Context: an optimization exercise on an open-source flow, tuned for small area, a short achievable clock period and few clock cycles per item. The choices shown serve that exercise and are no tape-out recipe. Function was checked by simulation only, so behaviour that the tests miss may differ from the original.

==> flow/design.v <==
`timescale 1ns / 1ps
module sha1_message_digest (
    input  logic                            aclk,
    input  logic                            aresetn,
    input  logic                            s_tvalid,
    output logic                            s_tready,
    input  logic [7:0]          s_tdata,    
    input  logic                            s_tlast,
    output logic                            m_tvalid,
    input  logic                            m_tready,
    output logic [31:0]         m_tdata,    
    output logic [2:0]          m_tuser,    
    output logic                            m_tlast
);
    localparam logic [31:0] H_INIT_0 = 32'h67452301;
    localparam logic [31:0] H_INIT_1 = 32'hEFCDAB89;
    localparam logic [31:0] H_INIT_2 = 32'h98BADCFE;
    localparam logic [31:0] H_INIT_3 = 32'h10325476;
    localparam logic [31:0] H_INIT_4 = 32'hC3D2E1F0;
    localparam logic [31:0] K_ROUND_0 = 32'h5A827999;
    localparam logic [31:0] K_ROUND_1 = 32'h6ED9EBA1;
    localparam logic [31:0] K_ROUND_2 = 32'h8F1BBCDC;
    localparam logic [31:0] K_ROUND_3 = 32'hCA62C1D6;
    function automatic logic [31:0] h_init_rev(input logic [2:0] i);
        case (i)
            3'd0:    h_init_rev = H_INIT_4;
            3'd1:    h_init_rev = H_INIT_3;
            3'd2:    h_init_rev = H_INIT_2;
            3'd3:    h_init_rev = H_INIT_1;
            default: h_init_rev = H_INIT_0;
        endcase
    endfunction
    function automatic logic [31:0] add3(input logic [31:0] x, input logic [31:0] y,
                                         input logic [31:0] z);
        logic [31:0] s, c;
        s = x ^ y ^ z;
        c = (x & y) | (x & z) | (y & z);
        add3 = s + {c[30:0], 1'b0};
    endfunction
    logic [31:0]  h0, h1, h2, h3, h4;       
    logic [31:0]  va, vb, vc, vd, ve;       
    logic [31:0]  fr;                       
    logic [511:0] w;                        
    logic [31:0]  pre;                      
    logic [31:0]  wnx;                      
    logic         pv;                       
    logic         pf;                       
    logic [2:0]   pfi;                      
    logic [3:0]   pnt;                      
    logic [6:0]   n;                        
    logic         m_lo, m_sch, m_fin, m_push, m_in, m_15, m_80, m_84;   
    logic [1:0]   kph;                      
    logic [3:0]   ks;                       
    logic         ps_w15, ps_w14, ps_wnx, ps_h4;    
    logic [4:0]   ps_i;                     
    logic [5:0]   pos;                      
    logic         wrdy;                     
    logic         early;                    
    logic         pad, padmark, markhi, lastblk, first, fake;
    logic [60:0]  bcnt;                     
    logic [5:0]   bc_lo;                    
    logic [54:0]  bc_hi;                    
    logic [4:0]   bc_cy;                    
    logic         rdy;
    logic         mval;
    logic [2:0]   midx;
    logic [4:0]   osel;                     
    assign s_tready = rdy;
    assign m_tvalid = mval;
    assign m_tuser  = midx;
    assign m_tlast  = osel[4];
    assign m_tdata  = ({32{osel[0]}} & h0) | ({32{osel[1]}} & h1) | ({32{osel[2]}} & h2)
                    | ({32{osel[3]}} & h3) | ({32{osel[4]}} & h4);
    logic        ffire, f5fire, lastf5;
    logic [31:0] rnd_t, va_in, vc_in, f_next;
    assign ffire  = pv & pf;
    assign f5fire = ffire & (pfi == 3'd4);
    assign lastf5 = f5fire & lastblk;
    always_comb begin
        rnd_t = add3({va[26:0], va[31:27]}, fr, pre);
        if (pf) va_in = lastblk ? h_init_rev(pfi) : pre;
        else    va_in = rnd_t;
        vc_in = pf ? vb : {vb[1:0], vb[31:2]};
        f_next = ({32{pnt[1]}} & ((va & vc_in) | (~va & vc)))
               | ({32{pnt[2]}} & (va ^ vc_in ^ vc))
               | ({32{pnt[3]}} & ((va & vc_in) | (va & vc) | (vc_in & vc)));
    end
    logic        pre_en, cons, esh;
    logic [31:0] kc, px, py, wsched, pre_sum;
    assign cons   = m_lo & (wrdy | early);
    assign esh    = m_fin & wrdy & ~early;
    assign pre_en = cons | m_sch | (m_fin & ~(m_80 & mval));
    always_comb begin
        wsched = wnx;
        kc = ({32{ks[0]}} & K_ROUND_0) | ({32{ks[1]}} & K_ROUND_1)
           | ({32{ks[2]}} & K_ROUND_2) | ({32{ks[3]}} & K_ROUND_3);
        px = pv ? vd : ve;
        py = ({32{ps_w15}} & w[31:0]) | ({32{ps_w14}} & w[63:32]) | ({32{ps_wnx}} & wsched)
           | ({32{ps_h4}} & h4)
           | ({32{ps_i[0]}} & H_INIT_4) | ({32{ps_i[1]}} & H_INIT_3) | ({32{ps_i[2]}} & H_INIT_2)
           | ({32{ps_i[3]}} & H_INIT_1) | ({32{ps_i[4]}} & H_INIT_0);
        pre_sum = add3(px, py, kc);
    end
    logic [6:0] n_inc, n_n;
    logic       d_lo, d_sch, d_fin, d_push, d_in, d_15, d_80, d_84;
    logic [1:0] d_kph;
    always_comb begin
        n_inc = m_84 ? 7'd0 : n + 7'd1;
        n_n   = pre_en ? n_inc : n;
        d_lo   = (n_n <= 7'd15);
        d_sch  = (n_n >= 7'd16) && (n_n <= 7'd79);
        d_fin  = (n_n >= 7'd80);
        d_push = (n_n >= 7'd16) && (n_n <= 7'd78);
        d_in   = (n_n >= 7'd79);
        d_15   = (n_n == 7'd15);
        d_80   = (n_n == 7'd80);
        d_84   = (n_n == 7'd84);
        if (n_n < 7'd20)      d_kph = 2'd0;
        else if (n_n < 7'd40) d_kph = 2'd1;
        else if (n_n < 7'd60) d_kph = 2'd2;
        else                  d_kph = 2'd3;
    end
    logic        can_in, acc, padpush, bpush, wpush, spush, wshift, is_lenlo;
    logic [7:0]  bv;
    logic [31:0] wv;
    logic [5:0]  pos_n;
    logic        wrdy_n, pad_n, early_n, free_n, first_n;
    assign can_in  = (m_in | m_lo) & (~wrdy | esh | (m_lo & ~early & ~m_15));
    assign acc     = s_tvalid & rdy;
    assign padpush = pad & can_in;
    assign bpush   = acc | (padpush & (pos[1:0] != 2'd0));
    assign wpush   = padpush & (pos[1:0] == 2'd0);
    assign spush   = m_push;
    assign wshift  = (cons & ~early & ~m_15) | spush | esh;
    assign bv      = pad ? (padmark ? 8'h80 : 8'h00) : s_tdata;
    assign bcnt    = {bc_hi, bc_lo};
    assign is_lenlo = ~padmark & ~markhi & (pos == 6'd60);
    always_comb begin
        if (padmark)                             wv = 32'h80000000;
        else if (~markhi && pos == 6'd56)        wv = bcnt[60:29];
        else if (~markhi && pos == 6'd60)        wv = {bcnt[28:0], 3'b000};
        else                                     wv = 32'd0;
    end
    always_comb begin
        pos_n = pos;
        if (bpush)      pos_n = pos + 6'd1;
        else if (wpush) pos_n = {pos[5:2] + 4'd1, 2'b00};
        if ((bpush & (pos[1:0] == 2'd3)) | wpush) wrdy_n = 1'b1;
        else if ((cons & ~early) | esh)           wrdy_n = 1'b0;
        else                                      wrdy_n = wrdy;
        first_n = f5fire ? lastblk : first;
        if (esh)                       early_n = 1'b1;
        else if (cons)                 early_n = 1'b0;
        else                           early_n = early;
        free_n = ~wrdy_n | (d_fin & ~early_n) | (d_lo & ~early_n & ~d_15);
        if (acc & s_tlast)             pad_n = 1'b1;
        else if (wpush & is_lenlo)     pad_n = 1'b0;
        else                           pad_n = pad;
    end
    always_ff @(posedge aclk) begin
        if (!aresetn) begin
            n       <= 7'd80;
            m_lo    <= 1'b0;
            m_sch   <= 1'b0;
            m_fin   <= 1'b1;
            m_push  <= 1'b0;
            m_in    <= 1'b1;
            m_15    <= 1'b0;
            m_80    <= 1'b1;
            m_84    <= 1'b0;
            kph     <= 2'd0;
            ks      <= 4'd0;
            ps_w15  <= 1'b0;
            ps_w14  <= 1'b0;
            ps_wnx  <= 1'b0;
            ps_h4   <= 1'b0;
            ps_i    <= 5'd1;
            pv      <= 1'b0;
            pos     <= '0;
            wrdy    <= 1'b0;
            early   <= 1'b0;
            pad     <= 1'b0;
            padmark <= 1'b0;
            markhi  <= 1'b0;
            lastblk <= 1'b1;
            first   <= 1'b1;
            fake    <= 1'b1;
            bc_lo   <= '0;
            bc_hi   <= '0;
            bc_cy   <= '0;
            rdy     <= 1'b1;
            mval    <= 1'b0;
            midx    <= '0;
            osel    <= 5'd1;
        end else begin
            n      <= n_n;
            m_lo   <= d_lo;
            m_sch  <= d_sch;
            m_fin  <= d_fin;
            m_push <= d_push;
            m_in   <= d_in;
            m_15   <= d_15;
            m_80   <= d_80;
            m_84   <= d_84;
            kph    <= d_kph;
            ks     <= {d_kph == 2'd3, d_kph == 2'd2, d_kph == 2'd1, d_kph == 2'd0} & {4{~d_fin}};
            ps_w15 <= d_lo & ~early_n;
            ps_w14 <= d_lo & early_n;
            ps_wnx <= d_sch;
            ps_h4  <= d_fin & ~first_n;
            ps_i   <= {n_n == 7'd84, n_n == 7'd83, n_n == 7'd82, n_n == 7'd81, n_n == 7'd80}
                      & {5{first_n}};
            pv     <= pre_en;
            pos    <= pos_n;
            wrdy   <= wrdy_n;
            early  <= early_n;
            pad    <= pad_n;
            rdy    <= ~pad_n & (d_in | d_lo) & free_n;
            if (acc & s_tlast) padmark <= 1'b1;
            else if (padpush)  padmark <= 1'b0;
            if (padpush) begin
                if (pos_n == 6'd0)                    markhi <= 1'b0;
                else if (padmark && pos >= 6'd56)     markhi <= 1'b1;
            end
            if (wpush & is_lenlo) begin
                bc_lo   <= '0;
                bc_hi   <= '0;
                bc_cy   <= '0;
                lastblk <= 1'b1;
            end else begin
                if (acc) bc_lo <= bc_lo + 6'd1;
                bc_cy[0] <= acc & (bc_lo == 6'd63);
                for (int k = 0; k < 5; k++) begin
                    if (bc_cy[k]) bc_hi[k*11 +: 11] <= bc_hi[k*11 +: 11] + 11'd1;
                    if (k < 4) bc_cy[k+1] <= bc_cy[k] & (bc_hi[k*11 +: 11] == 11'h7FF);
                end
            end
            first  <= first_n;
            if (lastf5) begin
                lastblk <= 1'b0;
                fake    <= 1'b0;
                mval    <= ~fake;
                midx    <= '0;
                osel    <= 5'd1;
            end else if (mval & m_tready) begin
                if (osel[4]) begin
                    mval <= 1'b0;
                    midx <= '0;
                end else begin
                    midx <= midx + 3'd1;
                end
                osel <= {osel[3:0], osel[4]};
            end
        end
    end
    always_ff @(posedge aclk) begin
        if (pv) begin
            va <= va_in;
            vb <= va;
            vc <= vc_in;
            vd <= vc;
            ve <= vd;
            fr <= f_next;
        end
        if ((pre_en & m_fin) | f5fire) begin
            h0 <= pre;
            h1 <= h0;
            h2 <= h1;
            h3 <= h2;
            h4 <= h3;
        end
    end
    logic [511:0] w_d;
    logic [31:0]  wnx_d;
    always_comb begin
        w_d = w;
        if (wshift) w_d[511:32] = w[479:0];
        wnx_d = w_d[95:64] ^ w_d[255:224] ^ w_d[447:416] ^ w_d[511:480];
        wnx_d = {wnx_d[30:0], wnx_d[31]};
    end
    always_ff @(posedge aclk) begin
        wnx <= wnx_d;
        if (pre_en) begin
            pre <= pre_sum;
            pf  <= m_fin;
            pfi <= n[2:0];
            pnt <= {d_kph == 2'd2, d_kph[0], d_kph == 2'd0, 1'b0} & {4{~d_fin}};
        end
        if (wshift) begin
            w[511:32] <= w[479:0];
        end
        if (bpush) begin
            w[31:0] <= {w[23:0], bv};
        end else if (wpush) begin
            w[31:0] <= wv;
        end else if (spush) begin
            w[31:0] <= wsched;
        end
    end
endmodule
clock: 8.0 ns
lec_check: 0
abc_clock_period_in_ps: 3000
cap_margin: 20
core_margin: 2
core_utilization: 40
setup_slack_margin: 4.5
slew_margin: 20
run.sh (not shown) runs the stock make flow with config.mk's settings and CLKGATE_MAP_FILE= SYNTH_SCRIPT=/design/flow/synth_recipe.tcl, a recipe that flattens the netlist after the stock synthesis.
Testbench counts at the start, summed over its fixed seeds: cycles 102,660, bytes 44,818.
Rerun with:
--- a/flow/design.v
+++ b/flow/design.v
@@ -67,12 +67,11 @@
     logic [4:0]   osel;                     
     assign s_tready = rdy;
     assign m_tvalid = mval;
     assign m_tuser  = midx;
     assign m_tlast  = osel[4];
-    assign m_tdata  = ({32{osel[0]}} & h0) | ({32{osel[1]}} & h1) | ({32{osel[2]}} & h2)
-                    | ({32{osel[3]}} & h3) | ({32{osel[4]}} & h4);
+    assign m_tdata  = h0;
     logic        ffire, f5fire, lastf5;
     logic [31:0] rnd_t, va_in, vc_in, f_next;
     assign ffire  = pv & pf;
     assign f5fire = ffire & (pfi == 3'd4);
     assign lastf5 = f5fire & lastblk;
@@ -266,10 +265,13 @@
             h0 <= pre;
             h1 <= h0;
             h2 <= h1;
             h3 <= h2;
             h4 <= h3;
+        end else if (mval & m_tready & ~osel[4]) begin
+            h0 <= ({32{osel[0]}} & h1) | ({32{osel[1]}} & h2) | ({32{osel[2]}} & h3)
+                | ({32{osel[3]}} & h4);
         end
     end
     logic [511:0] w_d;
     logic [31:0]  wnx_d;
     always_comb begin
=>
- non-clock buffer count fell by 59
- setup slack improves by 0.13 ns
- cell count hardly moves
- maximum frequency rose by a few percent
- core utilization fell by 0.89 points
- hold slack degrades by 0.0067 ns
Testbench counts after the change, summed over its fixed seeds: cycles 102,660, bytes 44,818.

==> what the ideal ports hide <==
The results above use ideal ports. As a check the final layouts listed here were re-extracted and re-timed, cells and wires unchanged. Step 1 sets driving cells, clkbuf_16 on the clock port and buf_2 on the other inputs (assumed; they add their load-dependent delay and slew). Step 2 times the ports against the registers' clock, not the clock port: input delays grow and output delays shrink by t, the midpoint of the rising clock arrivals with the driver on. Three values: ideal ports, drivers, drivers and shift; two values: the first two.
run	t, ns	setup slack, ns	hold slack, ns	worst setup path after step 2	slew at the worst register clock pin (ns)
the first run	0.738	4.056 / 4.056 / 4.056	0.412 / 0.412 / 0.412	register to register	0.07 / 0.07
the second run	0.757	4.182 / 4.182 / 4.032	0.405 / 0.405 / 0.405	input to register	0.07 / 0.07
After both steps setup and hold are still met in every run listed. For the second run, which loses most, drivers alone change the setup slack by 0.000 ns; drivers and shift together by -0.150 ns.
